This is an optimization exercise on Yosys and OpenROAD, whose aim is small area, not a production implementation. RTL that was checked went through simulation tests only; none was proved equivalent to the original. Power figures rest on the tool's default switching activity, not on a simulated workload.

## lane 1
==> flow/design.v <==
package paid_pkg;
  localparam int unsigned MODE_W = 2;
  localparam int unsigned POS_W  = 6;
  localparam int unsigned VAL_W  = 32;
  localparam int unsigned ST_W   = 2;
  localparam int unsigned CNT_W  = 6;
  localparam logic [MODE_W-1:0] MODE_INSERT = 2'd0;
  localparam logic [MODE_W-1:0] MODE_DELETE = 2'd1;
  localparam logic [MODE_W-1:0] MODE_READ   = 2'd2;
  localparam logic [ST_W-1:0] ST_DONE   = 2'd0;
  localparam logic [ST_W-1:0] ST_FULL   = 2'd1;
  localparam logic [ST_W-1:0] ST_EMPTY  = 2'd2;
  localparam logic [ST_W-1:0] ST_BADPOS = 2'd3;
endpackage
module paid_store #(
  parameter bit HAS_LEFT  = 1'b1,
  parameter bit HAS_RIGHT = 1'b1
) (
  input  logic                        clk_i,
  input  logic                        hold_ni,
  input  logic                        left_ni,
  input  logic                        right_ni,
  input  logic                        bcast_ni,
  input  logic [paid_pkg::VAL_W-1:0]  left_n_i,
  input  logic [paid_pkg::VAL_W-1:0]  right_n_i,
  input  logic [paid_pkg::VAL_W-1:0]  bcast_n_i,
  output logic [paid_pkg::VAL_W-1:0]  entry_n_o
);
  logic [paid_pkg::VAL_W-1:0] entry_nq, from_left, from_right;
  if (HAS_LEFT) begin : g_left
    assign from_left = {paid_pkg::VAL_W{left_ni}} | left_n_i;
  end else begin : g_no_left
    assign from_left = '1;
  end
  if (HAS_RIGHT) begin : g_right
    assign from_right = {paid_pkg::VAL_W{right_ni}} | right_n_i;
  end else begin : g_no_right
    assign from_right = '1;
  end
  always_ff @(posedge clk_i) begin
    entry_nq <= ({paid_pkg::VAL_W{hold_ni}}  | entry_nq)
              & ({paid_pkg::VAL_W{bcast_ni}} | bcast_n_i)
              & from_left & from_right;
  end
  assign entry_n_o = entry_nq;
endmodule
module paid_cell #(
  parameter bit HAS_LEFT  = 1'b1,
  parameter bit HAS_RIGHT = 1'b1
) (
  input  logic                        clk_i,
  input  logic                        hold_i,
  input  logic                        left_i,
  input  logic                        right_i,
  input  logic                        bcast_i,
  input  logic [paid_pkg::VAL_W-1:0]  left_n_i,
  input  logic [paid_pkg::VAL_W-1:0]  right_n_i,
  input  logic [paid_pkg::VAL_W-1:0]  bcast_n_i,
  output logic [paid_pkg::VAL_W-1:0]  entry_n_o
);
  logic hold_n, left_n, right_n, bcast_n;
  paid_sel_inv u_sel_inv (
    .sel_i  ({hold_i, left_i, right_i, bcast_i}),
    .sel_no ({hold_n, left_n, right_n, bcast_n})
  );
  paid_store #(
    .HAS_LEFT (HAS_LEFT),
    .HAS_RIGHT(HAS_RIGHT)
  ) u_store (
    .clk_i    (clk_i),
    .hold_ni  (hold_n),
    .left_ni  (left_n),
    .right_ni (right_n),
    .bcast_ni (bcast_n),
    .left_n_i (left_n_i),
    .right_n_i(right_n_i),
    .bcast_n_i(bcast_n_i),
    .entry_n_o(entry_n_o)
  );
endmodule
module paid_sel_inv (
  input  logic [3:0] sel_i,
  output logic [3:0] sel_no
);
  assign sel_no = ~sel_i;
endmodule
module positional_array_insert_delete
#(
  parameter int CAPACITY = 32
) (
  input  logic                    clk_i,
  input  logic                    rst_ni,
  input  logic                    in_valid_i,
  output logic                    in_stall_o,
  input  logic [paid_pkg::MODE_W-1:0]       mode_i,
  input  logic [paid_pkg::POS_W-1:0]        position_i,
  input  logic signed [paid_pkg::VAL_W-1:0] value_i,
  output logic                    out_valid_o,
  input  logic                    out_stall_i,
  output logic [paid_pkg::ST_W-1:0]         status_o,
  output logic signed [paid_pkg::VAL_W-1:0] entry_value_o,
  output logic [paid_pkg::CNT_W-1:0]        entry_count_o,
  output logic                    last_o
);
  localparam int VW = paid_pkg::VAL_W;
  localparam int CW = paid_pkg::CNT_W;
  localparam int IW = $clog2(CAPACITY);
  localparam logic [CW-1:0] Cap = CW'(CAPACITY);
  logic          reading_q;
  logic [CW-1:0] count_q, count_d;
  logic [IW-1:0] rem_q;
  logic                    out_valid_q;
  logic [paid_pkg::ST_W-1:0] status_q, status_d;
  logic [VW-1:0]           value_q;
  logic out_free, in_acc, load, rd_last, rd_start;
  logic ins, del, rot;
  logic full, empty, ins_bad, del_bad;
  logic [CW-1:0] pos;
  logic [VW-1:0] bcast_n, head;
  logic [VW-1:0] entry_n [CAPACITY];
  logic [CAPACITY:0] ge;
  assign out_free   = !out_valid_q || !out_stall_i;
  assign in_stall_o = reading_q || !out_free;
  assign in_acc     = in_valid_i && !in_stall_o;
  assign rot        = reading_q && out_free;
  assign rd_last    = (rem_q == '0);
  assign full    = (count_q == Cap);
  assign empty   = (count_q == '0);
  assign ins_bad = (position_i > count_q);
  assign del_bad = (position_i >= count_q);
  assign ins      = in_acc && (mode_i == paid_pkg::MODE_INSERT) && !full && !ins_bad;
  assign del      = in_acc && (mode_i == paid_pkg::MODE_DELETE) && !empty && !del_bad;
  assign rd_start = in_acc && (mode_i == paid_pkg::MODE_READ) && !empty;
  assign load     = rot || (in_acc && ((mode_i == paid_pkg::MODE_INSERT) ||
                                       (mode_i == paid_pkg::MODE_DELETE) ||
                                       ((mode_i == paid_pkg::MODE_READ) && empty)));
  always_comb begin
    count_d = count_q;
    if (ins) count_d = count_q + CW'(1);
    if (del) count_d = count_q - CW'(1);
  end
  always_comb begin
    status_d = paid_pkg::ST_DONE;
    if (rot) begin
      status_d = paid_pkg::ST_DONE;
    end else if (mode_i == paid_pkg::MODE_INSERT) begin
      if (full)         status_d = paid_pkg::ST_FULL;
      else if (ins_bad) status_d = paid_pkg::ST_BADPOS;
    end else if (mode_i == paid_pkg::MODE_DELETE) begin
      if (empty)        status_d = paid_pkg::ST_EMPTY;
      else if (del_bad) status_d = paid_pkg::ST_BADPOS;
    end else begin
      status_d = paid_pkg::ST_EMPTY;
    end
  end
  always_ff @(posedge clk_i or negedge rst_ni) begin
    if (!rst_ni) begin
      reading_q   <= 1'b0;
      count_q     <= '0;
      out_valid_q <= 1'b0;
    end else begin
      if (rd_start) begin
        reading_q <= 1'b1;
      end else if (rot && rd_last) begin
        reading_q <= 1'b0;
      end
      count_q     <= count_d;
      out_valid_q <= load || (out_valid_q && out_stall_i);
    end
  end
  assign head = ~entry_n[0];
  always_ff @(posedge clk_i) begin
    if (rd_start) begin
      rem_q <= IW'(count_q - CW'(1));
    end else if (rot) begin
      rem_q <= rem_q - IW'(1);
    end
    if (load) begin
      status_q <= status_d;
    end
    value_q <= ({VW{rot}} & head) | ({VW{!load}} & value_q);
  end
  assign bcast_n = reading_q ? entry_n[0] : ~value_i;
  assign pos     = reading_q ? (count_q - CW'(1)) : position_i;
  assign ge[CAPACITY] = 1'b1;
  for (genvar i = 0; i < CAPACITY; i++) begin : g_ge
    assign ge[i] = (CW'(i) >= pos);
  end
  for (genvar i = 0; i < CAPACITY; i++) begin : g_cell
    logic s_left, s_right, s_bcast, s_hold;
    logic [VW-1:0] left_n, right_n;
    if (i == 0) begin : g_first
      assign left_n  = entry_n[i];
      assign s_left  = 1'b0;
      assign s_bcast = (ins || rot) && ge[0];
    end else begin : g_mid_l
      assign left_n  = entry_n[i-1];
      assign s_left  = ins && ge[i-1];
      assign s_bcast = (ins || rot) && ge[i] && !ge[i-1];
    end
    if (i == CAPACITY - 1) begin : g_last
      assign right_n = entry_n[i];
      assign s_right = 1'b0;
    end else begin : g_mid_r
      assign right_n = entry_n[i+1];
      assign s_right = (del && ge[i]) || (rot && !ge[i]);
    end
    assign s_hold = !(s_left || s_right || s_bcast);
    paid_cell #(
      .HAS_LEFT (i != 0),
      .HAS_RIGHT(i != CAPACITY - 1)
    ) u_cell (
      .clk_i    (clk_i),
      .hold_i   (s_hold),
      .left_i   (s_left),
      .right_i  (s_right),
      .bcast_i  (s_bcast),
      .left_n_i (left_n),
      .right_n_i(right_n),
      .bcast_n_i(bcast_n),
      .entry_n_o(entry_n[i])
    );
  end
  assign out_valid_o   = out_valid_q;
  assign status_o      = status_q;
  assign entry_value_o = value_q;
  assign entry_count_o = count_q;
  assign last_o        = !reading_q;
endmodule
==> flow/config.mk <==
export PLATFORM = sky130hd
export DESIGN_NAME = positional_array_insert_delete
export DESIGN_NICKNAME = positional_array_insert_delete
export VERILOG_FILES = /design/flow/design.v
export SDC_FILE = /design/flow/constraint.sdc
export NUM_CORES = 4
export LEC_CHECK = 0
export CAP_MARGIN = 20
export CORE_MARGIN = 2
export CORE_UTILIZATION = 60
export CTS_BUF_LIST = sky130_fd_sc_hd__clkbuf_16
export CTS_CLUSTER_DIAMETER = 110
export CTS_CLUSTER_SIZE = 28
export SLEW_MARGIN = 20
export SYNTH_HIERARCHICAL = 1
==> flow/constraint.sdc <==
create_clock -name core_clock -period 5.0 [get_ports {clk_i}]
set_input_delay 1.0000 -clock core_clock [delete_from_list [all_inputs] [get_ports {clk_i}]]
set_output_delay 1.0000 -clock core_clock [all_outputs]
set_load 0.01 [all_outputs]
standard.sh (not shown) runs the stock make flow with config.mk's settings and CLKGATE_MAP_FILE= SYNTH_SCRIPT=/design/flow/synth_recipe.tcl, a recipe that flattens the netlist after the stock synthesis.
==> flow/flow/run.sh <==
#!/bin/bash
# The standard layout with two changes: the port buffers are made from
# the smallest buffer cell, and gate sizing may change a cell's footprint
# (so a weak driver can be upsized instead of getting a buffer).
export BUFFER_PORTS_ARGS="-buffer_cell sky130_fd_sc_hd__buf_1"
bash standard.sh MATCH_CELL_FOOTPRINT=0 finish > standard.log 2>&1
Setup changes, lane 1 to lane 2
diff --git a/flow/design.v b/flow/design.v
--- a/flow/design.v
+++ b/flow/design.v
@@ -13,5 +13,5 @@
   localparam logic [ST_W-1:0] ST_BADPOS = 2'd3;
 endpackage
-module paid_store #(
+module paid_cell #(
   parameter bit HAS_LEFT  = 1'b1,
   parameter bit HAS_RIGHT = 1'b1
@@ -44,44 +44,4 @@
   end
   assign entry_n_o = entry_nq;
-endmodule
-module paid_cell #(
-  parameter bit HAS_LEFT  = 1'b1,
-  parameter bit HAS_RIGHT = 1'b1
-) (
-  input  logic                        clk_i,
-  input  logic                        hold_i,
-  input  logic                        left_i,
-  input  logic                        right_i,
-  input  logic                        bcast_i,
-  input  logic [paid_pkg::VAL_W-1:0]  left_n_i,
-  input  logic [paid_pkg::VAL_W-1:0]  right_n_i,
-  input  logic [paid_pkg::VAL_W-1:0]  bcast_n_i,
-  output logic [paid_pkg::VAL_W-1:0]  entry_n_o
-);
-  logic hold_n, left_n, right_n, bcast_n;
-  paid_sel_inv u_sel_inv (
-    .sel_i  ({hold_i, left_i, right_i, bcast_i}),
-    .sel_no ({hold_n, left_n, right_n, bcast_n})
-  );
-  paid_store #(
-    .HAS_LEFT (HAS_LEFT),
-    .HAS_RIGHT(HAS_RIGHT)
-  ) u_store (
-    .clk_i    (clk_i),
-    .hold_ni  (hold_n),
-    .left_ni  (left_n),
-    .right_ni (right_n),
-    .bcast_ni (bcast_n),
-    .left_n_i (left_n_i),
-    .right_n_i(right_n_i),
-    .bcast_n_i(bcast_n_i),
-    .entry_n_o(entry_n_o)
-  );
-endmodule
-module paid_sel_inv (
-  input  logic [3:0] sel_i,
-  output logic [3:0] sel_no
-);
-  assign sel_no = ~sel_i;
 endmodule
 module positional_array_insert_delete
@@ -212,8 +172,8 @@
     ) u_cell (
       .clk_i    (clk_i),
-      .hold_i   (s_hold),
-      .left_i   (s_left),
-      .right_i  (s_right),
-      .bcast_i  (s_bcast),
+      .hold_ni  (!s_hold),
+      .left_ni  (!s_left),
+      .right_ni (!s_right),
+      .bcast_ni (!s_bcast),
       .left_n_i (left_n),
       .right_n_i(right_n),
Across both runs, clock network power share was higher for lane 2 than for lane 1.
On CTS buffer count, lane 1 and lane 2 are neck and neck.
Relative to lane 1, the worst vdd rail ir drop measured on lane 2 has increased by a little under 10%.
Lane 2 against lane 1: fraction of standard cell area that is sequential went up by 0.23 points; post-route worst setup slack went up by 0.38 ns; final instance area went down by 0.47%; worst slack at placement went up by 0.069 ns.
Final worst clock skew for lane 2 is higher than for lane 1.
Lane 2 vs. lane 1: combinational cell power saw a decrease; critical path depth saw an increase; worst hold slack saw little to no change; total power draw saw a decrease.
Only the layout flow was run in lane 1; the RTL was not checked for function there.

[what the ideal ports hide]
How much do the figures lean on ideal ports? The routed layouts below were timed once more, with nothing changed but the port constraints. Step 1: set_driving_cell puts a clkbuf_16 on clk_i and a buf_2 on each other input, an assumption about the parent block. Step 2 adds t to the input delays and takes it off the output delays; t is the mean of the earliest and latest rising clock arrival at the registers after step 1. Input paths then give back, and output paths get back, about the clock's delay inside the block. Three values: no drivers, after step 1, after step 2; two values: the first two.
| run | t, ns | setup slack, ns | clock arrival spread, ns |
|---|---|---|---|
| lane 1 | 0.696 | 0.418 / 0.418 / 0.235 | 0.024 / 0.024 |
| lane 2 | 0.693 | 0.801 / 0.801 / 0.681 | 0.027 / 0.027 |
After both steps every run listed still meets setup and hold. The setup slack of lane 1, which loses most, moves by 0.000 ns with the drivers and by -0.183 ns with both steps.
